From an optimization exercise on the open Yosys and OpenROAD flow, aimed at small area, a short achievable clock period and few clock cycles per item; shortcuts taken in it are not production practice.
Only simulation tests tie the RTL to the original design; equivalence was not proved.

## flow/design.v (module list and top-level ports; edited modules follow where they fit)
// module goc_cordic_cell: 41 lines
// module goc_tilt: 1472 lines
// module gravity_orientation_classifier_top: 228 lines
module gravity_orientation_classifier_top
#(
  parameter int unsigned FifoDepth = 15
) (
  input  logic               clk_i,
  input  logic               rst_ni,
  input  logic               psel,
  input  logic               penable,
  input  logic               pwrite,
  input  logic        [2:0]  paddr,
  input  logic        [31:0] pwdata,
  output logic        [31:0] prdata,
  output logic               pready,
  input  logic               in_valid_i,
  output logic               in_ready_o,
  input  logic signed [15:0] gravity_x_i,
  input  logic signed [15:0] gravity_y_i,
  input  logic signed [15:0] gravity_z_i,
  input  logic        [31:0] time_ms_i,
  input  logic               is_gravity_type_i,
  output logic               out_valid_o,
  input  logic               out_ready_i,
  output logic        [2:0]  orientation_o,
  output logic signed [9:0]  angle_deg_o,
  output logic               is_flat_o
);
  // ...
==> flow/run.sh <==
#!/bin/bash
# synth_recipe.tcl (not shown) runs the flow's synth.tcl, then flattens the netlist and writes it again
# the make line also repeats each setting of config.mk as NAME=value (left out here)
make -C /OpenROAD-flow-scripts/flow DESIGN_CONFIG=/design/flow/config.mk WORK_HOME=/design/flow/orfs CLKGATE_MAP_FILE= SYNTH_SCRIPT=/design/flow/synth_recipe.tcl finish
==> flow/config.mk <==
export PLATFORM = sky130hd
export DESIGN_NAME = gravity_orientation_classifier_top
export DESIGN_NICKNAME = gravity_orientation_classifier_top
export VERILOG_FILES = /design/flow/design.v
export SDC_FILE = /design/flow/constraint.sdc
export NUM_CORES = 4
export LEC_CHECK = 0
export CAP_MARGIN = 20
export CORE_MARGIN = 2
export CORE_UTILIZATION = 40
export SETUP_SLACK_MARGIN = 5
export SLEW_MARGIN = 20
==> flow/constraint.sdc <==
create_clock -name core_clock -period 10.0 [get_ports {clk_i}]
set_input_delay 2.0000 -clock core_clock [delete_from_list [all_inputs] [get_ports {clk_i}]]
set_output_delay 2.0000 -clock core_clock [all_outputs]
set_load 0.01 [all_outputs]
==> results.yml, run 1 <==
run_status:
  status: "timing/DRC/antenna clean"
global_route:
  grt_pass1_wl_mm: 314
  grtUsageMet1_pct: 21.4
routing:
  drt_iter0_drc: 2812
  topRoutingLayerUsed: "met4"
  wl_mm: 193
  dr.pass1.iters: 5
  route.detailed.drc: 0
die:
  fp.dieH_um: 461
  initial_core_util_pct: 40.3
sta:
  clock.fmax_ghz: 0.178
  drv_slew: 0
place:
  dp_hpwl_mm: 150
cells_and_area:
  largest_cell_class: "multi-input gates"
  top_register: "g_cell.u_cell.a_q"
  largest_reg_flops: 353
  multiInputGateArea_um2: 52100
yosys:
  yosys_warnings: 74
  ys.flop_type: "dfxtp_1"
  synth_area_leaders: "dfxtp_1 25%, ha_1 13%, fa_1 9.7%"
  synth_edf_count: 153
  synthMostInstantiatedCell: "dfxtp_1"
worst_setup_path:
  cp_common_cell: "nand4_1"
  slowest_delay_ns: 0.35
  r2r-start: "last_q[1]$_DFFE_PN0P_"
  startpoint: "time_ms_i[1]"
run:
  maxCapViolCount: 0
Testbench counts, summed over its fixed seeds: cycles 2,728, items 1,797.
==> module gravity_orientation_classifier_top, before the edit <==
module gravity_orientation_classifier_top
#(
  parameter int unsigned FifoDepth = 15
) (
  input  logic               clk_i,
  input  logic               rst_ni,
  input  logic               psel,
  input  logic               penable,
  input  logic               pwrite,
  input  logic        [2:0]  paddr,
  input  logic        [31:0] pwdata,
  output logic        [31:0] prdata,
  output logic               pready,
  input  logic               in_valid_i,
  output logic               in_ready_o,
  input  logic signed [15:0] gravity_x_i,
  input  logic signed [15:0] gravity_y_i,
  input  logic signed [15:0] gravity_z_i,
  input  logic        [31:0] time_ms_i,
  input  logic               is_gravity_type_i,
  output logic               out_valid_o,
  input  logic               out_ready_i,
  output logic        [2:0]  orientation_o,
  output logic signed [9:0]  angle_deg_o,
  output logic               is_flat_o
);
  localparam int unsigned NCell = 14;    
  localparam int unsigned CW = 5;        
  localparam int unsigned FlatStage = 4;
  function automatic logic signed [25:0] atan_sum0(input logic [4:0] s);
    atan_sum0 = (s[4] ? (s[3] ? (s[2] ? (s[1] ? (s[0] ? -26'sd6155706 : -26'sd12053946) : (s[0] ? -26'sd9637640 : -26'sd15535880)) : (s[1] ? (s[0] ? -26'sd7995464 : -26'sd13893704) : (s[0] ? -26'sd11477398 : -26'sd17375638))) : (s[2] ? (s[1] ? (s[0] ? -26'sd7089596 : -26'sd12987836) : (s[0] ? -26'sd10571530 : -26'sd16469770)) : (s[1] ? (s[0] ? -26'sd8929354 : -26'sd14827594) : (s[0] ? -26'sd12411288 : -26'sd18309528)))) : (s[3] ? (s[2] ? (s[1] ? (s[0] ? 26'sd5640774 : -26'sd257466) : (s[0] ? 26'sd2158840 : -26'sd3739400)) : (s[1] ? (s[0] ? 26'sd3801016 : -26'sd2097224) : (s[0] ? 26'sd319082 : -26'sd5579158))) : (s[2] ? (s[1] ? (s[0] ? 26'sd4706884 : -26'sd1191356) : (s[0] ? 26'sd1224950 : -26'sd4673290)) : (s[1] ? (s[0] ? 26'sd2867126 : -26'sd3031114) : (s[0] ? -26'sd614808 : -26'sd6513048)))));
  endfunction
  function automatic logic signed [25:0] atan_sum1(input logic [3:0] s);
    atan_sum1 = (s[3] ? (s[2] ? (s[1] ? (s[0] ? 26'sd879368 : 26'sd410610) : (s[0] ? 26'sd644760 : 26'sd176002)) : (s[1] ? (s[0] ? 26'sd762036 : 26'sd293278) : (s[0] ? 26'sd527428 : 26'sd58670))) : (s[2] ? (s[1] ? (s[0] ? 26'sd820698 : 26'sd351940) : (s[0] ? 26'sd586090 : 26'sd117332)) : (s[1] ? (s[0] ? 26'sd703366 : 26'sd234608) : (s[0] ? 26'sd468758 : 26'sd0))));
  endfunction
  function automatic logic signed [25:0] atan_sum2(input logic [3:0] s);
    atan_sum2 = (s[3] ? (s[2] ? (s[1] ? (s[0] ? 26'sd55004 : 26'sd25668) : (s[0] ? 26'sd40336 : 26'sd11000)) : (s[1] ? (s[0] ? 26'sd47670 : 26'sd18334) : (s[0] ? 26'sd33002 : 26'sd3666))) : (s[2] ? (s[1] ? (s[0] ? 26'sd51338 : 26'sd22002) : (s[0] ? 26'sd36670 : 26'sd7334)) : (s[1] ? (s[0] ? 26'sd44004 : 26'sd14668) : (s[0] ? 26'sd29336 : 26'sd0))));
  endfunction
  function automatic logic signed [25:0] atan_sum3(input logic [3:0] s);
    atan_sum3 = (s[3] ? (s[2] ? (s[1] ? (s[0] ? 26'sd3438 : 26'sd1604) : (s[0] ? 26'sd2522 : 26'sd688)) : (s[1] ? (s[0] ? 26'sd2980 : 26'sd1146) : (s[0] ? 26'sd2064 : 26'sd230))) : (s[2] ? (s[1] ? (s[0] ? 26'sd3208 : 26'sd1374) : (s[0] ? 26'sd2292 : 26'sd458)) : (s[1] ? (s[0] ? 26'sd2750 : 26'sd916) : (s[0] ? 26'sd1834 : 26'sd0))));
  endfunction
  function automatic logic [2:0] orient_of(input logic [9:0] angle);
    logic [8:0] d;
    d = angle[8:0];
    if (angle[9]) orient_of = ORIENT_INVALID;
    else if (d <= 9'd30 || d >= 9'd330) orient_of = ORIENT_ROT0;
    else if (d >= 9'd60 && d <= 9'd120) orient_of = ORIENT_ROT90;
    else if (d >= 9'd150 && d <= 9'd210) orient_of = ORIENT_ROT180;
    else if (d >= 9'd240 && d <= 9'd300) orient_of = ORIENT_ROT270;
    else orient_of = ORIENT_INVALID;
  endfunction
  logic [15:0] min_q;
  logic [3:0]  ratio_q;
  logic        cfg_wr;
  assign pready = 1'b1;
  assign cfg_wr = psel && penable && pwrite;
  assign prdata = paddr[2] ? {28'b0, ratio_q} : {16'b0, min_q};
  always_ff @(posedge clk_i or negedge rst_ni) begin
    if (!rst_ni) begin
      min_q   <= MinIntervalReset;
      ratio_q <= TiltRatioReset;
    end else if (cfg_wr) begin
      if (paddr[2]) ratio_q <= pwdata[3:0];
      else          min_q   <= pwdata[15:0];
    end
  end
  logic               in_rdy_q;
  logic               in_acc, pass, take;
  logic [31:0]        last_q;
  logic               t_wrap;
  logic signed [33:0] t_rem;
  logic [16:0]        ax, ay;
  logic               xpos, sig0;
  logic [16:0]        a1;
  logic signed [16:0] b1;
  assign in_ready_o = in_rdy_q;
  assign in_acc = in_valid_i && in_rdy_q;
  assign t_wrap = time_ms_i < last_q;
  assign t_rem  = $signed({2'b0, time_ms_i}) - $signed({2'b0, last_q})
                - $signed({18'b0, min_q});
  assign pass   = t_wrap ? (t_rem >= -34'sd4294967296) : !t_rem[33];
  assign take   = in_acc && pass && is_gravity_type_i;
  always_comb begin
    ax = gravity_x_i[15] ? 17'(-{gravity_x_i[15], gravity_x_i}) : {1'b0, gravity_x_i};
    ay = gravity_y_i[15] ? 17'(-{gravity_y_i[15], gravity_y_i}) : {1'b0, gravity_y_i};
    xpos = !gravity_x_i[15] && (gravity_x_i != 16'sd0);
    sig0 = xpos ? (gravity_y_i[15] || (gravity_y_i == 16'sd0)) : !gravity_y_i[15];
    a1 = ax + ay;
    b1 = sig0 ? $signed(ay - ax) : $signed(ax - ay);
  end
  logic [AW-1:0]        a_p [NCell+1];
  logic signed [BW-1:0] b_p [NCell+1];
  logic [15:0]          s_p [NCell+1];
  logic                 xpos_p [NCell+1];
  logic                 flat_p [NCell+1];
  logic [NCell:0]       v_p;
  logic                 flat_t;
  logic signed [15:0]   x0_q, y0_q, z0_q;
  always_ff @(posedge clk_i) begin
    a_p[0]    <= {a1, 14'b0};
    b_p[0]    <= BW'($signed({b1, 14'b0}));
    s_p[0]    <= {15'b0, sig0};
    xpos_p[0] <= xpos;
    x0_q      <= gravity_x_i;
    y0_q      <= gravity_y_i;
    z0_q      <= gravity_z_i;
  end
  goc_tilt u_tilt (
    .clk_i   (clk_i),
    .x_i     (x0_q),
    .y_i     (y0_q),
    .z_i     (z0_q),
    .ratio_i (ratio_q),
    .flat_o  (flat_t)
  );
  for (genvar k = 1; k <= NCell; k++) begin : g_cell
    goc_cordic_cell #(
      .Step (k),
      .BWI  (BWidth[k*8 +: 8]),
      .BWO  (BWidth[(k+1)*8 +: 8])
    ) u_cell (
      .clk_i (clk_i),
      .a_i   (a_p[k-1]),
      .b_i   (b_p[k-1]),
      .sig_i (s_p[k-1]),
      .a_o   (a_p[k]),
      .b_o   (b_p[k]),
      .sig_o (s_p[k])
    );
  end
  logic zero_q;    
  always_ff @(posedge clk_i) begin
    for (int k = 1; k <= NCell; k++) begin
      xpos_p[k] <= xpos_p[k-1];
      flat_p[k] <= (k == FlatStage) ? flat_t : flat_p[k-1];
    end
    zero_q <= (a_p[NCell-1][AW-1:14] == '0);
  end
  assign flat_p[0] = 1'b0;
  logic [15:0]        sig_all;
  logic signed [25:0] v_sum;
  logic signed [9:0]  w_q;    
  logic               zero_e, flat_e, v_e1;
  assign sig_all = {!b_p[NCell][BW-1], s_p[NCell][14:0]};
  assign v_sum = atan_sum0({xpos_p[NCell], sig_all[3:0]}) + atan_sum1(sig_all[7:4])
               + atan_sum2(sig_all[11:8]) + atan_sum3(sig_all[15:12]);
  always_ff @(posedge clk_i) begin
    w_q    <= v_sum[25:16];
    zero_e <= zero_q;
    flat_e <= flat_p[NCell];
  end
  logic signed [10:0] d_raw, d;
  logic [9:0]         word;    
  always_comb begin
    d_raw = 11'sd90 - 11'(w_q);
    d = d_raw;
    if (d_raw < 0) d = d_raw + 11'sd360;
    else if (d_raw >= 11'sd360) d = d_raw - 11'sd360;
    if (zero_e) d = 11'sd270;
    if (flat_e) word = 10'h3FF;
    else        word = d[9:0];
  end
  logic [CW-1:0] cred_q, cred_d;
  logic          drop_q, pop, push;
  always_comb begin
    cred_d = cred_q + CW'(in_acc) - CW'(drop_q) - CW'(pop);
  end
  always_ff @(posedge clk_i or negedge rst_ni) begin
    if (!rst_ni) begin
      v_p      <= '0;
      v_e1     <= 1'b0;
      drop_q   <= 1'b0;
      last_q   <= '0;
      cred_q   <= '0;
      in_rdy_q <= 1'b1;
    end else begin
      v_p      <= {v_p[NCell-1:0], take};
      v_e1     <= v_p[NCell];
      drop_q   <= in_acc && !take;
      if (in_acc && pass) last_q <= time_ms_i;
      cred_q   <= cred_d;
      in_rdy_q <= cred_d < CW'(FifoDepth);
    end
  end
  logic [FifoDepth:0] fv_q;
  logic [9:0]         fd_q [FifoDepth];
  logic [2:0]         fo_q;
  logic [9:0]         head_d;
  logic               head_ld;
  assign push = v_e1;
  assign pop = fv_q[0] && out_ready_i;
  always_ff @(posedge clk_i or negedge rst_ni) begin
    if (!rst_ni) begin
      fv_q <= '0;
    end else begin
      for (int j = 0; j < FifoDepth; j++) begin
        if (pop) fv_q[j] <= push ? fv_q[j] : fv_q[j+1];
        else     fv_q[j] <= fv_q[j] || (push && (j == 0 || fv_q[j-1]));
      end
      fv_q[FifoDepth] <= 1'b0;
    end
  end
  always_comb begin
    head_ld = 1'b1;
    head_d = fd_q[0];
    if (push && (pop ? (fv_q[0] && !fv_q[1]) : !fv_q[0])) head_d = word;
    else if (pop) head_d = fd_q[1];
    else head_ld = 1'b0;
  end
  always_ff @(posedge clk_i) begin
    if (head_ld) begin
      fd_q[0] <= head_d;
      fo_q    <= orient_of(head_d);
    end
    for (int j = 1; j < FifoDepth; j++) begin
      if (push && (pop ? (fv_q[j] && !fv_q[j+1])
                       : (!fv_q[j] && fv_q[j-1]))) begin
        fd_q[j] <= word;
      end else if (pop && j + 1 < FifoDepth) begin
        fd_q[j] <= fd_q[j+1];
      end
    end
  end
  assign out_valid_o   = fv_q[0];
  assign orientation_o = fo_q;
  assign angle_deg_o   = fd_q[0];
  assign is_flat_o     = fd_q[0][9];
endmodule
==> inputs of run 2 (changes only) <==
--- a/flow/design.v
+++ b/flow/design.v
@@ -56,30 +56,30 @@
   assign a_o   = a_q;
   assign b_o   = BW'(b_q);
   assign sig_o = 16'(sig_q);
 endmodule
 import goc_pkg::*;
 module goc_tilt
 (
   input  logic               clk_i,
-  input  logic signed [15:0] x_i,
-  input  logic signed [15:0] y_i,
-  input  logic signed [15:0] z_i,
+  input  logic        [15:0] x_i,    
+  input  logic        [15:0] y_i,
+  input  logic        [15:0] z_i,
   input  logic        [3:0]  ratio_i,
   output logic               flat_o
 );
   logic [14:0] mx, my, mz;
   logic        sx, sy, sz;
   assign sx = x_i[15];
   assign sy = y_i[15];
   assign sz = z_i[15];
-  assign mx = x_i[14:0] ^ {15{sx}};
-  assign my = y_i[14:0] ^ {15{sy}};
-  assign mz = z_i[14:0] ^ {15{sz}};
+  assign mx = x_i[14:0];
+  assign my = y_i[14:0];
+  assign mz = z_i[14:0];
   logic mx_pp0_1, mx_pp0_2, mx_pp0_3, mx_pp0_4, mx_pp0_5, mx_pp0_6, mx_pp0_7, mx_pp0_8, mx_pp0_9, mx_pp0_10, mx_pp0_11, mx_pp0_12, mx_pp0_13, mx_pp0_14, mx_pp1_2, mx_pp1_3, mx_pp1_4, mx_pp1_5, mx_pp1_6, mx_pp1_7, mx_pp1_8, mx_pp1_9, mx_pp1_10, mx_pp1_11, mx_pp1_12, mx_pp1_13, mx_pp1_14, mx_pp2_3, mx_pp2_4, mx_pp2_5, mx_pp2_6, mx_pp2_7, mx_pp2_8, mx_pp2_9, mx_pp2_10, mx_pp2_11, mx_pp2_12, mx_pp2_13, mx_pp2_14, mx_pp3_4, mx_pp3_5, mx_pp3_6, mx_pp3_7, mx_pp3_8, mx_pp3_9, mx_pp3_10, mx_pp3_11, mx_pp3_12, mx_pp3_13, mx_pp3_14, mx_pp4_5, mx_pp4_6, mx_pp4_7, mx_pp4_8, mx_pp4_9, mx_pp4_10, mx_pp4_11, mx_pp4_12, mx_pp4_13, mx_pp4_14, mx_pp5_6, mx_pp5_7, mx_pp5_8, mx_pp5_9, mx_pp5_10, mx_pp5_11, mx_pp5_12, mx_pp5_13, mx_pp5_14, mx_pp6_7, mx_pp6_8, mx_pp6_9, mx_pp6_10, mx_pp6_11, mx_pp6_12, mx_pp6_13, mx_pp6_14, mx_pp7_8, mx_pp7_9, mx_pp7_10, mx_pp7_11, mx_pp7_12, mx_pp7_13, mx_pp7_14, mx_pp8_9, mx_pp8_10, mx_pp8_11, mx_pp8_12, mx_pp8_13, mx_pp8_14, mx_pp9_10, mx_pp9_11, mx_pp9_12, mx_pp9_13, mx_pp9_14, mx_pp10_11, mx_pp10_12, mx_pp10_13, mx_pp10_14, mx_pp11_12, mx_pp11_13, mx_pp11_14, mx_pp12_13, mx_pp12_14, mx_pp13_14, mx_sc0, mx_sc1, mx_sc2, mx_sc3, mx_sc4, mx_sc5, mx_sc6, mx_sc7, mx_sc8, mx_sc9, mx_sc10, mx_sc11, mx_sc12, mx_sc13, mx_sc14, my_pp0_1, my_pp0_2, my_pp0_3, my_pp0_4, my_pp0_5, my_pp0_6, my_pp0_7, my_pp0_8, my_pp0_9, my_pp0_10, my_pp0_11, my_pp0_12, my_pp0_13, my_pp0_14, my_pp1_2, my_pp1_3, my_pp1_4, my_pp1_5, my_pp1_6, my_pp1_7, my_pp1_8, my_pp1_9, my_pp1_10, my_pp1_11, my_pp1_12, my_pp1_13, my_pp1_14, my_pp2_3, my_pp2_4, my_pp2_5, my_pp2_6, my_pp2_7, my_pp2_8, my_pp2_9, my_pp2_10, my_pp2_11, my_pp2_12, my_pp2_13, my_pp2_14, my_pp3_4, my_pp3_5, my_pp3_6, my_pp3_7, my_pp3_8, my_pp3_9, my_pp3_10, my_pp3_11, my_pp3_12, my_pp3_13, my_pp3_14, my_pp4_5, my_pp4_6, my_pp4_7, my_pp4_8, my_pp4_9, my_pp4_10, my_pp4_11, my_pp4_12, my_pp4_13, my_pp4_14, my_pp5_6, my_pp5_7, my_pp5_8, my_pp5_9, my_pp5_10, my_pp5_11, my_pp5_12, my_pp5_13, my_pp5_14, my_pp6_7, my_pp6_8, my_pp6_9, my_pp6_10, my_pp6_11, my_pp6_12, my_pp6_13, my_pp6_14, my_pp7_8, my_pp7_9, my_pp7_10, my_pp7_11, my_pp7_12, my_pp7_13, my_pp7_14, my_pp8_9, my_pp8_10, my_pp8_11, my_pp8_12, my_pp8_13, my_pp8_14, my_pp9_10, my_pp9_11, my_pp9_12, my_pp9_13, my_pp9_14, my_pp10_11, my_pp10_12, my_pp10_13, my_pp10_14, my_pp11_12, my_pp11_13, my_pp11_14, my_pp12_13, my_pp12_14, my_pp13_14, my_sc0, my_sc1, my_sc2, my_sc3, my_sc4, my_sc5, my_sc6, my_sc7, my_sc8, my_sc9, my_sc10, my_sc11, my_sc12, my_sc13, my_sc14, h_1, h_2, h_3, h_4, h_5, h_6, h_7, h_8, h_9, h_10, h_11, h_12, h_13, h_14, h_15, h_16, h_17, h_18, h_19, h_20, h_21, h_22, h_23, h_24, h_25, h_26, h_27, h_28, h_29, h_30, h_31, h_32, h_33, h_34, h_35, h_36, h_37, h_38, h_39, h_40, h_41, h_42, h_43, h_44, h_45, h_46, h_47, h_48, h_49, h_50, h_51, h_52, h_53, h_54, h_55, h_56, h_57, h_58, h_59, h_60, h_61, h_62, h_63, h_64, h_65, h_66, h_67, h_68, h_69, h_70, h_71, h_72, h_73, h_74, h_75, h_76, h_77, h_78, h_79, h_80, h_81, h_82, h_83, h_84, h_85, h_86, h_87, h_88, h_89, h_90, h_91, h_92, h_93, h_94, h_95, h_96, h_97, h_98, h_99, h_100, h_101, h_102, h_103, h_104, h_105, h_106, h_107, h_108, h_109, h_110, h_111, h_112, h_113, h_114, h_115, h_116, h_117, h_118, h_119, h_120, h_121, h_122, h_123, h_124, h_125, h_126, h_127, h_128, h_129, h_130, h_131, h_132, h_133, h_134, h_135, h_136, h_137, h_138, h_139, h_140, h_141, h_142, h_143, h_144, h_145, h_146, h_147, h_148, h_149, h_150, h_151, h_152, h_153, h_154, h_155, h_156, h_157, h_158, h_159, h_160, h_161, h_162, h_163, h_164, h_165, h_166, h_167, h_168, h_169, h_170, h_171, h_172, h_173, h_174, h_175, h_176, h_177, h_178, h_179, h_180, h_181, h_182, h_183, h_184, h_185, h_186, h_187, h_188, h_189, h_190, h_191, h_192, h_193, h_194, h_195, h_196, h_197, h_198, h_199, h_200, h_201, h_202, h_203, h_204, h_205, h_206, h_207, h_208, h_209, h_210, h_211, h_212, h_213, h_214, h_215, h_216, h_217, h_218, h_219, h_220, h_221, h_222, h_223, h_224, h_225, h_226, h_227, h_228, h_229, h_230, h_231, h_232, h_233, h_234, h_235, h_236, h_237, h_238, h_239, h_240, h_241, h_242, h_243, h_244, h_245, h_246, h_247, h_248, h_249, h_250, h_251, h_252, h_253, h_254, h_255, h_256, h_257, h_258, h_259, h_260, h_261, h_262, h_263, h_264, h_265, h_266, h_267, h_268, h_269, h_270, h_271, h_272, h_273, h_274, h_275, h_276, h_277, h_278, h_279, h_280, h_281, h_282, h_283, h_284, h_285, h_286, h_287, h_288, h_289, h_290, h_291, h_292, h_293, h_294, h_295, h_296, h_297, h_298, h_299, h_300, h_301, h_302, h_303, h_304, h_305, h_306, h_307, h_308, h_309, h_310, h_311, h_312, h_313, h_314, h_315, h_316, h_317, h_318, h_319, h_320, h_321, h_322, h_323, h_324, h_325, h_326, h_327, h_328, h_329, h_330, h_331, h_332, h_333, h_334, h_335, h_336, h_337, h_338, h_339, h_340, h_341, h_342, h_343, h_344, h_345, h_346, h_347, h_348, h_349, h_350, h_351, h_352, h_353, h_354, h_355, h_356, h_357, h_358, h_359, h_360, h_361, h_362, h_363, h_364, h_365, h_366, h_367, h_368, h_369, h_370, h_371, h_372, h_373, h_374, h_375, h_376, h_377, h_378, h_379, h_380, h_381, h_382, h_383, h_384, h_385, h_386, h_387, h_388, h_389, h_390, h_391, h_392, h_393, h_394, h_395, h_396, h_397, h_398, h_399, h_400, h_401, h_402, h_403, h_404, h_405, h_406, h_407, h_408, h_409, h_410, h_411, h_412, h_413, h_414, h_415, h_416, h_417, h_418, h_419, h_420, h_421, h_422, h_423, h_424, h_425, h_426, h_427, h_428, h_429, h_430, h_431, h_432, h_433, h_434, h_435, h_436, h_437, h_438, h_439, h_440, h_441, h_442, h_443, h_444, h_445, h_446, h_447, h_448, h_449, h_450, h_451, h_452, h_453, h_454, h_455, h_456, h_457, h_458, h_459, h_460, h_461, h_462, h_463, h_464, h_465, h_466, h_467, h_468, h_469, h_470, h_471, h_472, h_473, h_474, h_475, h_476, h_477, h_478, h_479, h_480, h_481, h_482;
   assign mx_pp0_1 = mx[0] & mx[1];
   assign mx_pp0_2 = mx[0] & mx[2];
   assign mx_pp0_3 = mx[0] & mx[3];
   assign mx_pp0_4 = mx[0] & mx[4];
   assign mx_pp0_5 = mx[0] & mx[5];
   assign mx_pp0_6 = mx[0] & mx[6];
   assign mx_pp0_7 = mx[0] & mx[7];
@@ -1528,17 +1528,17 @@
   always_ff @(posedge clk_i) begin
     flat_q <= !cmp[36];
   end
   assign flat_o = flat_q;
 endmodule
 import goc_pkg::*;
 module gravity_orientation_classifier_top
 #(
-  parameter int unsigned FifoDepth = 15
+  parameter int unsigned FifoDepth = 17
 ) (
   input  logic               clk_i,
   input  logic               rst_ni,
   input  logic               psel,
   input  logic               penable,
   input  logic               pwrite,
   input  logic        [2:0]  paddr,
   input  logic        [31:0] pwdata,
@@ -1554,17 +1554,17 @@
   output logic               out_valid_o,
   input  logic               out_ready_i,
   output logic        [2:0]  orientation_o,
   output logic signed [9:0]  angle_deg_o,
   output logic               is_flat_o
 );
   localparam int unsigned NCell = 14;    
   localparam int unsigned CW = 5;        
-  localparam int unsigned FlatStage = 4;
+  localparam int unsigned FlatStage = 3;
   function automatic logic signed [25:0] atan_sum0(input logic [4:0] s);
     atan_sum0 = (s[4] ? (s[3] ? (s[2] ? (s[1] ? (s[0] ? -26'sd6155706 : -26'sd12053946) : (s[0] ? -26'sd9637640 : -26'sd15535880)) : (s[1] ? (s[0] ? -26'sd7995464 : -26'sd13893704) : (s[0] ? -26'sd11477398 : -26'sd17375638))) : (s[2] ? (s[1] ? (s[0] ? -26'sd7089596 : -26'sd12987836) : (s[0] ? -26'sd10571530 : -26'sd16469770)) : (s[1] ? (s[0] ? -26'sd8929354 : -26'sd14827594) : (s[0] ? -26'sd12411288 : -26'sd18309528)))) : (s[3] ? (s[2] ? (s[1] ? (s[0] ? 26'sd5640774 : -26'sd257466) : (s[0] ? 26'sd2158840 : -26'sd3739400)) : (s[1] ? (s[0] ? 26'sd3801016 : -26'sd2097224) : (s[0] ? 26'sd319082 : -26'sd5579158))) : (s[2] ? (s[1] ? (s[0] ? 26'sd4706884 : -26'sd1191356) : (s[0] ? 26'sd1224950 : -26'sd4673290)) : (s[1] ? (s[0] ? 26'sd2867126 : -26'sd3031114) : (s[0] ? -26'sd614808 : -26'sd6513048)))));
   endfunction
   function automatic logic signed [25:0] atan_sum1(input logic [3:0] s);
     atan_sum1 = (s[3] ? (s[2] ? (s[1] ? (s[0] ? 26'sd879368 : 26'sd410610) : (s[0] ? 26'sd644760 : 26'sd176002)) : (s[1] ? (s[0] ? 26'sd762036 : 26'sd293278) : (s[0] ? 26'sd527428 : 26'sd58670))) : (s[2] ? (s[1] ? (s[0] ? 26'sd820698 : 26'sd351940) : (s[0] ? 26'sd586090 : 26'sd117332)) : (s[1] ? (s[0] ? 26'sd703366 : 26'sd234608) : (s[0] ? 26'sd468758 : 26'sd0))));
   endfunction
   function automatic logic signed [25:0] atan_sum2(input logic [3:0] s);
     atan_sum2 = (s[3] ? (s[2] ? (s[1] ? (s[0] ? 26'sd55004 : 26'sd25668) : (s[0] ? 26'sd40336 : 26'sd11000)) : (s[1] ? (s[0] ? 26'sd47670 : 26'sd18334) : (s[0] ? 26'sd33002 : 26'sd3666))) : (s[2] ? (s[1] ? (s[0] ? 26'sd51338 : 26'sd22002) : (s[0] ? 26'sd36670 : 26'sd7334)) : (s[1] ? (s[0] ? 26'sd44004 : 26'sd14668) : (s[0] ? 26'sd29336 : 26'sd0))));
@@ -1582,72 +1582,80 @@
     else if (d >= 9'd240 && d <= 9'd300) orient_of = ORIENT_ROT270;
     else orient_of = ORIENT_INVALID;
   endfunction
   logic [15:0] min_q;
   logic [3:0]  ratio_q;
   logic        cfg_wr;
   assign pready = 1'b1;
   assign cfg_wr = psel && penable && pwrite;
-  assign prdata = paddr[2] ? {28'b0, ratio_q} : {16'b0, min_q};
+  always_ff @(posedge clk_i) begin
+    prdata <= paddr[2] ? {28'b0, ratio_q} : {16'b0, min_q};
+  end
   always_ff @(posedge clk_i or negedge rst_ni) begin
     if (!rst_ni) begin
       min_q   <= MinIntervalReset;
       ratio_q <= TiltRatioReset;
     end else if (cfg_wr) begin
       if (paddr[2]) ratio_q <= pwdata[3:0];
       else          min_q   <= pwdata[15:0];
     end
   end
-  logic               in_rdy_q;
-  logic               in_acc, pass, take;
+  logic        in_rdy_q, in_acc, v0_q;
+  logic [15:0] xs0_q, ys0_q, zs0_q;
+  logic [31:0] t0_q;
+  logic        g0_q;
+  assign in_ready_o = in_rdy_q;
+  assign in_acc = in_valid_i && in_rdy_q;
+  always_ff @(posedge clk_i) begin
+    xs0_q <= {gravity_x_i[15], gravity_x_i[14:0] ^ {15{gravity_x_i[15]}}};
+    ys0_q <= {gravity_y_i[15], gravity_y_i[14:0] ^ {15{gravity_y_i[15]}}};
+    zs0_q <= {gravity_z_i[15], gravity_z_i[14:0] ^ {15{gravity_z_i[15]}}};
+    t0_q  <= time_ms_i;
+    g0_q  <= is_gravity_type_i;
+  end
+  logic               pass, take;
   logic [31:0]        last_q;
   logic               t_wrap;
   logic signed [33:0] t_rem;
   logic [16:0]        ax, ay;
-  logic               xpos, sig0;
+  logic               xpos, yzero, sig0;
   logic [16:0]        a1;
   logic signed [16:0] b1;
-  assign in_ready_o = in_rdy_q;
-  assign in_acc = in_valid_i && in_rdy_q;
-  assign t_wrap = time_ms_i < last_q;
-  assign t_rem  = $signed({2'b0, time_ms_i}) - $signed({2'b0, last_q})
-                - $signed({18'b0, min_q});
+  assign t_wrap = t0_q < last_q;
+  assign t_rem  = $signed({2'b0, t0_q}) - $signed({2'b0, last_q}) - $signed({18'b0, min_q});
   assign pass   = t_wrap ? (t_rem >= -34'sd4294967296) : !t_rem[33];
-  assign take   = in_acc && pass && is_gravity_type_i;
+  assign take   = v0_q && pass && g0_q;
   always_comb begin
-    ax = gravity_x_i[15] ? 17'(-{gravity_x_i[15], gravity_x_i}) : {1'b0, gravity_x_i};
-    ay = gravity_y_i[15] ? 17'(-{gravity_y_i[15], gravity_y_i}) : {1'b0, gravity_y_i};
-    xpos = !gravity_x_i[15] && (gravity_x_i != 16'sd0);
-    sig0 = xpos ? (gravity_y_i[15] || (gravity_y_i == 16'sd0)) : !gravity_y_i[15];
+    ax = 17'(xs0_q[14:0]) + 17'(xs0_q[15]);
+    ay = 17'(ys0_q[14:0]) + 17'(ys0_q[15]);
+    xpos = !xs0_q[15] && (xs0_q[14:0] != 15'd0);
+    yzero = !ys0_q[15] && (ys0_q[14:0] == 15'd0);
+    sig0 = xpos ? (ys0_q[15] || yzero) : !ys0_q[15];
     a1 = ax + ay;
     b1 = sig0 ? $signed(ay - ax) : $signed(ax - ay);
   end
   logic [AW-1:0]        a_p [NCell+1];
   logic signed [BW-1:0] b_p [NCell+1];
   logic [15:0]          s_p [NCell+1];
   logic                 xpos_p [NCell+1];
   logic                 flat_p [NCell+1];
   logic [NCell:0]       v_p;
   logic                 flat_t;
-  logic signed [15:0]   x0_q, y0_q, z0_q;
   always_ff @(posedge clk_i) begin
     a_p[0]    <= {a1, 14'b0};
     b_p[0]    <= BW'($signed({b1, 14'b0}));
     s_p[0]    <= {15'b0, sig0};
     xpos_p[0] <= xpos;
-    x0_q      <= gravity_x_i;
-    y0_q      <= gravity_y_i;
-    z0_q      <= gravity_z_i;
   end
   goc_tilt u_tilt (
     .clk_i   (clk_i),
-    .x_i     (x0_q),
-    .y_i     (y0_q),
-    .z_i     (z0_q),
+    .x_i     (xs0_q),
+    .y_i     (ys0_q),
+    .z_i     (zs0_q),
     .ratio_i (ratio_q),
     .flat_o  (flat_t)
   );
   for (genvar k = 1; k <= NCell; k++) begin : g_cell
     goc_cordic_cell #(
       .Step (k),
       .BWI  (BWidth[k*8 +: 8]),
       .BWO  (BWidth[(k+1)*8 +: 8])
@@ -1688,36 +1696,49 @@
     d_raw = 11'sd90 - 11'(w_q);
     d = d_raw;
     if (d_raw < 0) d = d_raw + 11'sd360;
     else if (d_raw >= 11'sd360) d = d_raw - 11'sd360;
     if (zero_e) d = 11'sd270;
     if (flat_e) word = 10'h3FF;
     else        word = d[9:0];
   end
-  logic [CW-1:0] cred_q, cred_d;
+  logic [CW-1:0] cred_q, cred_b, cred_d;
   logic          drop_q, pop, push;
+  logic          rdy_00, rdy_01, rdy_10, rdy_11, rdy_d;
   always_comb begin
-    cred_d = cred_q + CW'(in_acc) - CW'(drop_q) - CW'(pop);
+    cred_b = cred_q - CW'(drop_q);
+    rdy_00 = cred_b < CW'(FifoDepth);
+    rdy_01 = cred_b < CW'(FifoDepth + 1);
+    rdy_10 = cred_b < CW'(FifoDepth - 1);
+    rdy_11 = rdy_00;
+    case ({in_acc && is_gravity_type_i, pop})
+      2'b10:   begin cred_d = cred_b + 1'b1; rdy_d = rdy_10; end
+      2'b01:   begin cred_d = cred_b - 1'b1; rdy_d = rdy_01; end
+      2'b11:   begin cred_d = cred_b;        rdy_d = rdy_11; end
+      default: begin cred_d = cred_b;        rdy_d = rdy_00; end
+    endcase
   end
   always_ff @(posedge clk_i or negedge rst_ni) begin
     if (!rst_ni) begin
+      v0_q     <= 1'b0;
       v_p      <= '0;
       v_e1     <= 1'b0;
       drop_q   <= 1'b0;
       last_q   <= '0;
       cred_q   <= '0;
       in_rdy_q <= 1'b1;
     end else begin
+      v0_q     <= in_acc;
       v_p      <= {v_p[NCell-1:0], take};
       v_e1     <= v_p[NCell];
-      drop_q   <= in_acc && !take;
-      if (in_acc && pass) last_q <= time_ms_i;
+      drop_q   <= v0_q && g0_q && !pass;
+      if (v0_q && pass) last_q <= t0_q;
       cred_q   <= cred_d;
-      in_rdy_q <= cred_d < CW'(FifoDepth);
+      in_rdy_q <= rdy_d;
     end
   end
   logic [FifoDepth:0] fv_q;
   logic [9:0]         fd_q [FifoDepth];
   logic [2:0]         fo_q;
   logic [9:0]         head_d;
   logic               head_ld;
   assign push = v_e1;
@@ -1728,27 +1749,35 @@
     end else begin
       for (int j = 0; j < FifoDepth; j++) begin
         if (pop) fv_q[j] <= push ? fv_q[j] : fv_q[j+1];
         else     fv_q[j] <= fv_q[j] || (push && (j == 0 || fv_q[j-1]));
       end
       fv_q[FifoDepth] <= 1'b0;
     end
   end
+  logic [2:0] head_o;
   always_comb begin
     head_ld = 1'b1;
     head_d = fd_q[0];
-    if (push && (pop ? (fv_q[0] && !fv_q[1]) : !fv_q[0])) head_d = word;
-    else if (pop) head_d = fd_q[1];
-    else head_ld = 1'b0;
+    head_o = fo_q;
+    if (push && (pop ? (fv_q[0] && !fv_q[1]) : !fv_q[0])) begin
+      head_d = word;
+      head_o = orient_of(word);
+    end else if (pop) begin
+      head_d = fd_q[1];
+      head_o = orient_of(fd_q[1]);
+    end else begin
+      head_ld = 1'b0;
+    end
   end
   always_ff @(posedge clk_i) begin
     if (head_ld) begin
       fd_q[0] <= head_d;
-      fo_q    <= orient_of(head_d);
+      fo_q    <= head_o;
     end
     for (int j = 1; j < FifoDepth; j++) begin
       if (push && (pop ? (fv_q[j] && !fv_q[j+1])
                        : (!fv_q[j] && fv_q[j-1]))) begin
         fd_q[j] <= word;
       end else if (pop && j + 1 < FifoDepth) begin
         fd_q[j] <= fd_q[j+1];
       end
==> flow/flow/run.sh (new file) <==
#!/bin/bash
set -euo pipefail
export SETUP_SLACK_MARGIN=6.0
bash standard.sh > standard.log 2>&1
==> flow/standard.sh (new file) <==
#!/bin/bash
# synth_recipe.tcl (not shown) runs the flow's synth.tcl, then flattens the netlist and writes it again
# the make line also repeats each setting of config.mk as NAME=value (left out here)
make -C /OpenROAD-flow-scripts/flow DESIGN_CONFIG=/design/flow/config.mk WORK_HOME=/design/flow/orfs CLKGATE_MAP_FILE= SYNTH_SCRIPT=/design/flow/synth_recipe.tcl "${@:-finish}"
==> flow/config.mk (replaced) <==
export PLATFORM = sky130hd
export DESIGN_NAME = gravity_orientation_classifier_top
export DESIGN_NICKNAME = gravity_orientation_classifier_top
export VERILOG_FILES = /design/flow/design.v
export SDC_FILE = /design/flow/constraint.sdc
export NUM_CORES = 4
export LEC_CHECK = 0
export CAP_MARGIN = 20
export CORE_MARGIN = 2
export CORE_UTILIZATION = 40
export SLEW_MARGIN = 20
removed: flow/run.sh
==> run 2 against run 1 <==
  * Clock skew grew 0.022 ns
  * Hold slack gained 0.0075 ns
  * Sequential share of layout area grew 0.37 points
  * First-iteration DRC count grew 16%
  * Sequential cell count grew 73
  * Largest cell class unchanged
  * Critical endpoint is now last_q[22]$_DFFE_PN0N_
  * Worst setup slack gained 0.99 ns
==> results.yml, run 2 <==
run_status:
  status: "timing/DRC/antenna clean"
worst_setup_path:
  critPathLaunchType: "register"
  crit_path_end_kind: "register"
  worst-path-max-fanout: 5
  arrival_ns: 5.32
  worstSetupPathType: "register to register"
  critPathRequiredTime_ns: 10.70
cells_and_area:
  layout_commonest_cell: "dfxtp_1"
  nets: 10500
  nFillCells: 19900
  final_util_pct: 46.1
  fin_area_um2: 98900
  largest_reg_flops: 353
  final_cell_mix: "1066 x dfxtp_1, 783 x ha_1, 769 x xnor2_1"
  drive_gt1_share_pct: 8.85
  final_cells: 12200
  top_register: "g_cell.u_cell.a_q"
  area_delta_synth_final_pct: 14.4
  largestRegisters: "g_cell.u_cell.a_q x353, g_cell.u_cell.b_q x287, fd_q x170"
yosys:
  avgSynthCellArea_um2: 9.59
  synthMostInstantiatedCell: "dfxtp_1"
  netlist_area_um2: 86400
  syn_inst: 9007
  synth_area_leaders: "dfxtp_1 26%, ha_1 12%, fa_1 9.3%"
  yosys_warnings: 74
  synthArstFlopShare_pct: 6.74
  ys_seq_area_share_pct: 34.5
  synth.distinct_cells: 109
  synth_top_cell_area_share_pct: 25.8
  ys.flop_type: "dfxtp_1"
  yosys.area.top_type: "dfxtp_1"
  ys_ff_latch: 1379
  synth_edf_count: 173
  synthTopCellsByCount: "1113 x dfxtp_1, 809 x ha_1, 773 x xnor2_1"
die:
  fp.dieArea_um2: 220000
  rows: 170
  fp.dieH_um: 469
  dieWidth_um: 469
  initial_core_util_pct: 40.3
  core_um2: 215000
  io_pins: 172
sta:
  clock.fmax_ghz: 0.217
  clock_skew_ns: 0.0608
  period_needed_ns: 4.62
  setup_violations: 0
  rsz0062_at_grt: "yes"
  worst_hold_slack_ns: 0.299
  post-route-period-util_pct: 46.2
  fin_tns_setup_ns: 0
  worstMarginPinSlew_ns: 1.09
  worst_slack_ns: 5.38
  drv_slew: 0
  finalHoldViolCount: 0
  maxSlewHeadroom_pct: 27.1
global_route:
  grt_use_total_pct: 17.7
  antenna_found_initial: 6
  grt_pass1_wl_mm: 319
  grt_max_degree: 64
  grt-ovfl-total: 0
  grt_pass1_vias: 62400
hold_path:
  hold_path_class: "register to register"
place:
  port_buffers: 136
  placed_area_um2: 90800
  routabilityCongestion: 0.887
  dpl.cell_count: 11700
  dp_hpwl_mm: 149
  pre_cts_ws_ns: 4.71
routing:
  wl_mm: 197
  via_count: 61700
  drt_iter0_drc: 3274
  wl_per_cell_um: 16.2
  route.detailed.drc: 0
  ant_nets: 0
  viasPerCell: 5.06
  dr.pass1.iters: 5
clock_network:
  insertion_delay_ns: 0.83
  cts_tree: "done"
  cts.sinks: 1379
  htreeDepth: 4
  ctsRootBufferMaster: "clkbuf_16"
  clockBufferDepth: 3
  cts_buffers: 156
  path_clk_slew_ns: 0.06
run:
  maxCapViolCount: 0
==> run 2: logic make-up after synthesis <==
group	Yosys count	synth area share (%)
adder cells (fa/ha/maj)	1212	21.1
other	2	0.00869
multiplexers	99	1.40
XOR/XNOR	1234	12.5
flip-flops	1379	34.5
AND/OR/NAND/NOR	2274	13.0
AO/OA/AOI/OAI	1757	12.8
buffers and inverters	1050	4.73
==> run 2: area by class of cell <==
| class | count | area, µm² | area share [%] |
|---|---|---|---|
| tap | 2838 | 3550 | 3.59 |
| sequential | 1379 | 29900 | 30.3 |
| multi-input combinational | 6594 | 53700 | 54.3 |
| inverter | 742 | 2810 | 2.84 |
| timing repair buffer | 308 | 3260 | 3.29 |
| clock inverter | 80 | 1130 | 1.15 |
| antenna | 40 | 100 | 0.101 |
| clock buffer | 210 | 4410 | 4.46 |
==> run 2: worst max-delay path: stages (launching register included) <==
cell and delay, ns:
dfrtp_1 0.38, ha_4 0.15, inv_2 0.03, fa_2 0.34, a21o_1 0.20, a31o_4 0.25, a211oi_2 0.26, nand2b_4 0.18
xnor2_2 0.07, ha_2 0.16, a21o_1 0.14, a21o_1 0.15, a21o_1 0.16, a222oi_1 0.23, and4bb_1 0.22, o211ai_1 0.08
nand4b_1 0.23, nor4_4 0.18, o2111ai_2 0.20, o211ai_4 0.24, buf_6 0.18, clkbuf_16 0.17, mux2_4 0.29
==> run 2: timing repair <==
action / in CTS / in global routing
gates cloned: 5 / 7
pin swaps: 41 / 77
endpoints found under the setup margin: 145 / 137
buffers inserted: 70 / 34
hold buffers: 0 / 0
gates resized for setup: 171 / 160
==> run 2: final timing paths <==
check                      slack (ns)  cells after the start                               start                                  to
setup / recovery                 5.38                     22               last_q[0]$_DFFE_PN0N_              last_q[22]$_DFFE_PN0N_
hold / removal                   0.30                      0  g_cell[13].u_cell.sig_q[4]$_DFF_P_  g_cell[14].u_cell.sig_q[4]$_DFF_P_
setup reg to reg                 5.38                     22               last_q[0]$_DFFE_PN0N_              last_q[22]$_DFFE_PN0N_
hold reg to reg                  0.30                      0  g_cell[13].u_cell.sig_q[4]$_DFF_P_  g_cell[14].u_cell.sig_q[4]$_DFF_P_
max in group asynchronous        7.54                      2                              rst_ni               last_q[7]$_DFFE_PN0N_
min in group asynchronous        1.16                      1                              rst_ni              last_q[12]$_DFFE_PN0N_
==> run 2: layer usage <==
metal  track usage (%)  part of all wire, %  vias to the layer above
met5                 0               0.0066                        -
met4              8.60                  4.9                        2
met3              2.37                  3.4                      405
met2              30.7                   48                     1046
met1              21.7                   43                    29500
li1                  -                    -                    30800
Testbench counts of run 2, summed over its fixed seeds: cycles 2,709, items 1,797.
==> inputs of run 3 (changes only) <==
==> flow/flow/run.sh (replaced) <==
#!/bin/bash
set -euo pipefail
export SETUP_SLACK_MARGIN=6.5
bash standard.sh > standard.log 2>&1
==> run 3 against run 2 <==
  * Global-route usage increased by 0.63 points
  * Sequential share of layout area decreased by 1.1 points
==> results.yml, run 3 <==
cells_and_area:
  nets: 10700
  largestRegisters: "g_cell.u_cell.a_q x353, g_cell.u_cell.b_q x287, fd_q x170"
  ff_latch_area_um2: 30000
  largest_reg_flops: 353
  layout_commonest_cell: "dfxtp_1"
  final_cells: 12400
  final_util_pct: 47.9
  final_cell_mix: "1055 x dfxtp_1, 761 x ha_1, 750 x xnor2_1"
  drive_gt1_share_pct: 14.2
  top_register: "g_cell.u_cell.a_q"
  multiInputGateArea_um2: 55600
  area_delta_synth_final_pct: 18.9
  nFillCells: 19600
yosys:
  syn_inst: 9007
  synth_top_cell_area_share_pct: 25.8
  avgSynthCellArea_um2: 9.59
  synthArstFlopShare_pct: 6.74
  synth.distinct_cells: 109
  synthTopCellsByCount: "1113 x dfxtp_1, 809 x ha_1, 773 x xnor2_1"
  ys_seq_area_share_pct: 34.5
  ys.flop_type: "dfxtp_1"
  synth_area_leaders: "dfxtp_1 26%, ha_1 12%, fa_1 9.3%"
  synthMostInstantiatedCell: "dfxtp_1"
  netlist_area_um2: 86400
  synth_edf_count: 173
  ys_ff_latch: 1379
  yosys_warnings: 74
  yosys.area.top_type: "dfxtp_1"
die:
  dieWidth_um: 469
  fp.dieH_um: 469
  core_um2: 215000
  rows: 170
  fp.dieArea_um2: 220000
  io_pins: 172
  initial_core_util_pct: 40.3
global_route:
  grt-ovfl-total: 0
  antenna_found_initial: 8
  grt_pass1_vias: 63800
  grt_pass1_wl_mm: 328
  grt_use_total_pct: 18.4
  grt_max_degree: 58
clock_network:
  cts_buffers: 157
  cts.sinks: 1379
  ctsRootBufferMaster: "clkbuf_16"
  cts_tree: "done"
  holdBufCountCts: 0
  path_clk_slew_ns: 0.07
  insertion_delay_ns: 0.80
  htreeDepth: 4
  clockBufferDepth: 3
sta:
  drv_slew: 0
  maxSlewHeadroom_pct: 26.4
  rsz0062_at_grt: "yes"
  finalHoldViolCount: 0
  fin_tns_setup_ns: 0
  setup_violations: 0
  period_needed_ns: 4.76
  worstMarginPinSlew_ns: 1.10
  clock.fmax_ghz: 0.210
  post-route-period-util_pct: 47.6
  clock_skew_ns: 0.0529
  worst_hold_slack_ns: 0.299
worst_setup_path:
  worst-path-max-fanout: 8
  arrival_ns: 5.44
  crit_path_end_kind: "register"
  worstSetupPathType: "register to register"
  critPathLaunchType: "register"
  critPathRequiredTime_ns: 10.68
hold_path:
  hold_path_class: "register to register"
routing:
  route.detailed.drc: 0
  ant_nets: 0
  wl_mm: 207
  wl_per_cell_um: 16.7
  viasPerCell: 5.08
  drt_iter0_drc: 3191
  dr.pass1.iters: 5
  via_count: 62900
run:
  maxCapViolCount: 0
place:
  routabilityCongestion: 0.869
  port_buffers: 136
  dpl.cell_count: 11700
  dp_hpwl_mm: 149
run_status:
  status: "timing/DRC/antenna clean"
-- run 3: cell types whose count changed in the layout (fill, tap and decap cells not counted), moves of 24 or more --
cell / previous run / this run
a21oi_1: 480 / 421
a21oi_2: 19 / 77
buf_4: 120 / 263
buf_6: 17 / 56
clkdlybuf4s50_1: 133 / 101
fa_1: 393 / 357
fa_2: 10 / 46
ha_4: 13 / 40
inv_1: 718 / 694
o21ai_0: 430 / 397
-- run 3: repair_timing --
item	in CTS	in global routing
pin swaps	134	213
cloned	17	7
setup buffers	175	127
setup endpoints to repair	430	249
resized for setup	490	360
-- run 3: kinds of logic (layout without fill, tap and decap cells) --
kind of cell	count (synthesis)	in the layout	synth area share, %
muxes	99	99	1.40
xor gates and xnor gates	1234	1234	12.5
AOI/OAI and AO/OA	1757	1757	12.8
adders and majority gates	1212	1212	21.1
DFF	1379	1379	34.5
other	2	57	0.00869
and+or+nand+nor	2274	2276	13.0
buffers and inverters	1050	1542	4.73
-- run 3: per-stage QoR --
stage | cell area [µm²] | setup slack, ns
2_1_floorplan | 87400 | 5.74
3_3_place_gp | 91000 | 4.96
3_5_place_dp | 91000 | 4.89
4_1_cts | 99900 | 5.17
5_1_grt | 103000 | 5.02
6_report | 103000 | 5.24
-- run 3: cell type report --
class | count | share of cell area (%)
Inverter | 742 | 2.74
Multi-Input combinational cell | 6595 | 54.1
Tap cell | 2838 | 3.46
Antenna cell | 40 | 0.0974
Clock buffer | 218 | 4.36
Sequential cell | 1379 | 29.2
Timing Repair Buffer | 514 | 5.10
Clock inverter | 68 | 0.933
-- run 3: worst paths after layout --
path,startpoint,end,slack [ns],cells after the start
hold reg to reg,g_cell[13].u_cell.sig_q[5]$_DFF_P_,g_cell[14].u_cell.sig_q[5]$_DFF_P_,0.30,0
hold / removal,g_cell[13].u_cell.sig_q[5]$_DFF_P_,g_cell[14].u_cell.sig_q[5]$_DFF_P_,0.30,0
min in group asynchronous,rst_ni,last_q[12]$_DFFE_PN0N_,1.17,1
max in group asynchronous,rst_ni,fv_q[0]$_DFFE_PN0P_,7.53,2
setup / recovery,t0_q[0]$_DFF_P_,last_q[31]$_DFFE_PN0N_,5.24,23
setup reg to reg,t0_q[0]$_DFF_P_,last_q[31]$_DFFE_PN0N_,5.24,23
-- run 3: per-layer routing --
layer  part of all wire [%]  up-vias  track usage, %  routed length (µm)
met4                    4.2        0            7.41                8740
met1                     42    30300            22.0               87700
met2                     50     1130            32.8              103000
met3                    3.8      365            2.75                7790
li1                       -    31200               -                   -
met5                      0        -               0                   0
-- run 3: critical path: stages, from the launching register on --
cell and delay (ns):
dfxtp_1 0.31, inv_1 0.06, ha_2 0.17, inv_1 0.05
fa_2 0.34, a21o_1 0.19, a31o_4 0.25, a211oi_4 0.21
nand2b_4 0.16, xnor2_1 0.07, ha_1 0.18, a21o_1 0.17
a21o_1 0.17, a21o_1 0.18, a222oi_1 0.24, and4bb_1 0.24
o211ai_1 0.09, nand4b_1 0.23, nor4_4 0.19, o2111ai_2 0.20
o211ai_4 0.27, buf_6 0.16, clkbuf_16 0.17, mux2_4 0.30
==> inputs of run 4 (changes only) <==
==> flow/run.sh (new file) <==
#!/bin/bash
# synth_recipe.tcl (not shown) runs the flow's synth.tcl, then flattens the netlist and writes it again
# the make line also repeats each setting of config.mk as NAME=value (left out here)
make -C /OpenROAD-flow-scripts/flow DESIGN_CONFIG=/design/flow/config.mk WORK_HOME=/design/flow/orfs CLKGATE_MAP_FILE= SYNTH_SCRIPT=/design/flow/synth_recipe.tcl finish
--- a/flow/config.mk
+++ b/flow/config.mk
@@ -9,3 +9,4 @@
 export CORE_MARGIN = 2
 export CORE_UTILIZATION = 40
+export SETUP_SLACK_MARGIN = 5
 export SLEW_MARGIN = 20
removed: flow/flow/run.sh
removed: flow/standard.sh
==> run 4 against run 3 <==
  * Synthesized cell count is the same
  * Synthesized area stayed put
  * First-iteration DRC count is 7.0% lower
  * Critical path type unchanged
  * Critical path depth fell by 1
  * Sequential cell count stayed put
  * Via count fell by 3.2%
==> results.yml, run 4 <==
die:
  dieWidth_um: 469
  fp.dieH_um: 469
  io_pins: 172
  initial_core_util_pct: 40.3
  rows: 170
  fp.dieArea_um2: 220000
  core_um2: 215000
yosys:
  synthArstFlopShare_pct: 6.74
  yosys.area.top_type: "dfxtp_1"
  syn_inst: 9007
  ys_seq_area_share_pct: 34.5
  synth_area_leaders: "dfxtp_1 26%, ha_1 12%, fa_1 9.3%"
  ys_ff_latch: 1379
  netlist_area_um2: 86400
  synth_top_cell_area_share_pct: 25.8
  synth.distinct_cells: 109
  synthMostInstantiatedCell: "dfxtp_1"
  synthTopCellsByCount: "1113 x dfxtp_1, 809 x ha_1, 773 x xnor2_1"
  ys.flop_type: "dfxtp_1"
  synth_edf_count: 173
  avgSynthCellArea_um2: 9.59
  yosys_warnings: 74
run_status:
  status: "timing/DRC/antenna clean"
global_route:
  grt_pass1_vias: 61800
  grt_use_total_pct: 17.5
  antenna_found_initial: 6
  grt-ovfl-total: 0
  grt_max_degree: 63
  grt_pass1_wl_mm: 314
clock_network:
  htreeDepth: 4
  ctsRootBufferMaster: "clkbuf_16"
  insertion_delay_ns: 0.81
  holdBufCountCts: 0
  path_clk_slew_ns: 0.06
  cts_tree: "done"
  clockBufferDepth: 3
  cts.sinks: 1379
  cts_buffers: 156
hold_path:
  hold_path_class: "register to register"
  min_from: "xpos_p[10]$_DFF_P_"
place:
  dpl.cell_count: 11700
  dp_hpwl_mm: 148
  port_buffers: 136
  pre_cts_ws_ns: 4.26
  routabilityCongestion: 0.876
worst_setup_path:
  worst-path-max-fanout: 8
  path_buf_inv: 3
  path_cells: "inv_2 > ha_4 > o211ai_1 > a21oi_2 > o41ai_4 > nand2_1 > a31oi_4 > o21bai_1 > a21oi_1 > xnor2_1 > ha_1 > a2111oi_0 > nand4b_1 > and4bb_1 > o211ai_1 > nand4b_1 > nor4_4 > o2111ai_2 > o211ai_4 > buf_12 > buf_12 > mux2_2"
  startpoint: "last_q[2]$_DFFE_PN0N_"
  slowest_delay_ns: 0.40
  crit_path_end_kind: "register"
  critical-path-top-delay-family: "compound AO/OA/AOI/OAI gates"
  arrival_ns: 5.52
  critPathLaunchType: "register"
  critPathRequiredTime_ns: 10.71
  r2r-start: "last_q[2]$_DFFE_PN0N_"
  worstSetupPathType: "register to register"
  cp_slowest_cell: "o41ai_4"
sta:
  post-route-period-util_pct: 48.1
  fin_tns_setup_ns: 0
  worstMarginPinSlew_ns: 1.12
  finalHoldViolCount: 0
  worst_slack_ns: 5.19
  period_needed_ns: 4.81
  clock.fmax_ghz: 0.208
  clock_skew_ns: 0.0652
  setup_violations: 0
  maxSlewHeadroom_pct: 25.2
  drv_slew: 0
  rsz0062_at_grt: "yes"
routing:
  dr.pass1.iters: 8
  wl_per_cell_um: 16.0
  ant_nets: 0
  wl_mm: 193
  drt_iter0_drc: 2968
  via_count: 60900
  viasPerCell: 5.04
  route.detailed.drc: 0
cells_and_area:
  final_cells: 12100
  largestRegisters: "g_cell.u_cell.a_q x353, g_cell.u_cell.b_q x287, fd_q x170"
  drive_gt1_share_pct: 5.63
  largest_reg_flops: 353
  final_cell_mix: "1098 x dfxtp_1, 807 x ha_1, 773 x xnor2_1"
  nets: 10400
  layout_commonest_cell: "dfxtp_1"
  nFillCells: 20300
  area_delta_synth_final_pct: 11.7
  top_register: "g_cell.u_cell.a_q"
run:
  maxCapViolCount: 0
-- run 4: changes by cell type in the layout (fill, tap and decap cells not counted), sizes merged --
cell	before	now
buf	370	62
bufbuf	10	0
clkbuf	228	206
clkdlybuf4s15	6	0
clkdlybuf4s50	101	135
clkinv	33	45
clkinvlp	16	17
diode	40	58
dlygate4sd2	16	0
dlymetal6s2s	1	0
inv	746	750
nand2	688	686
-- run 4: worst paths after layout --
check                                               to  slack (ns)  depth (start not counted)
min in group asynchronous       last_q[18]$_DFFE_PN0N_        1.16                          1
worst max register to register   last_q[0]$_DFFE_PN0N_        5.19                         22
worst max-delay path             last_q[0]$_DFFE_PN0N_        5.19                         22
worst min register to register      xpos_p[11]$_DFF_P_        0.28                          0
worst min-delay path                xpos_p[11]$_DFF_P_        0.28                          0
max in group asynchronous             v_p[6]$_DFF_PN0_        7.70                          2
-- run 4: worst register-to-register path, delay by kind of cell, from the launching register on --
family | cells | cell delay, ns
XOR/XNOR | 1 | 0.13
buffers and inverters | 3 | 0.39
AND/OR/NAND/NOR | 5 | 1.00
flip-flops | 1 | 0.38
AO/OA/AOI/OAI | 10 | 2.05
adder cells (fa/ha/maj) | 2 | 0.41
multiplexers | 1 | 0.34
-- run 4: routing by layer --
layer	GRT usage, %	share of wire [%]	up-vias
li1	-	-	30500
met1	21.7	44	29000
met2	30.3	49	1019
met3	2.39	3.6	347
met4	7.06	4.0	0
met5	0	0	-
-- run 4: kinds of logic after synthesis --
family	share of synthesized area, %
simple gates	13.0
compound gates	12.8
flops	34.5
xor+xnor	12.5
fa+ha+maj	21.1
buf+inv	4.73
mux	1.40
other cells	0.00869
-- run 4: repair_timing --
item	in CTS	in global routing
hold endpoints to repair	0	0
gates resized for setup	12	27
cloned	0	3
endpoints found under the setup margin	34	43
pin swaps	2	15
setup buffers	1	8
-- run 4: layout make-up --
class	count	area [µm²]	share of cell area, %
well taps	2838	3550	3.68
repair buffers	200	1960	2.03
multi-input cells	6593	52700	54.7
clock inverters	85	1130	1.17
clock buffers	203	4320	4.48
inverters	742	2790	2.89
diodes	58	145	0.150
flip-flops and latches	1379	29800	30.9
-- run 4: stage by stage --
stage | utilization (%) | hold WS (ns) | cell area [µm²]
global route | 45.0 | 0.283 | 96500
global placement | 42.2 | 0.311 | 90500
floorplan | - | 0.310 | 86500
finish | 45.0 | 0.282 | 96500
CTS | 44.7 | 0.277 | 96000
detailed placement | 42.2 | 0.312 | 90500

==> separate check: timing with driven ports <==
The results above use ideal ports. As a check the final layouts listed here were re-extracted and re-timed, cells and wires unchanged. Step 1 assumes that a clkbuf_16 drives the clock port and a buf_2 every other input. Step 2 adds t to the input delays and takes it off the output delays; t is the mean of the earliest and latest rising clock arrival at the registers after step 1. Input paths then give back, and output paths get back, about the clock's delay inside the block. Three values: ideal, step 1, step 2; two values: the first two.
| run | t (ns) | slack for setup (ns) | latest minus earliest clock arrival (ns) |
|---|---|---|---|
| run 1 | 0.871 | 4.394 / 4.426 / 3.555 | 0.042 / 0.042 |
| run 2 | 0.889 | 5.384 / 5.384 / 5.323 | 0.061 / 0.061 |
| run 3 | 0.867 | 5.245 / 5.245 / 5.245 | 0.058 / 0.058 |
| run 4 | 0.873 | 5.193 / 5.193 / 5.193 | 0.073 / 0.073 |
After both steps setup and hold are still met in every run listed. For run 1, which loses most, drivers alone change the setup slack by +0.032 ns; drivers and shift together by -0.839 ns.
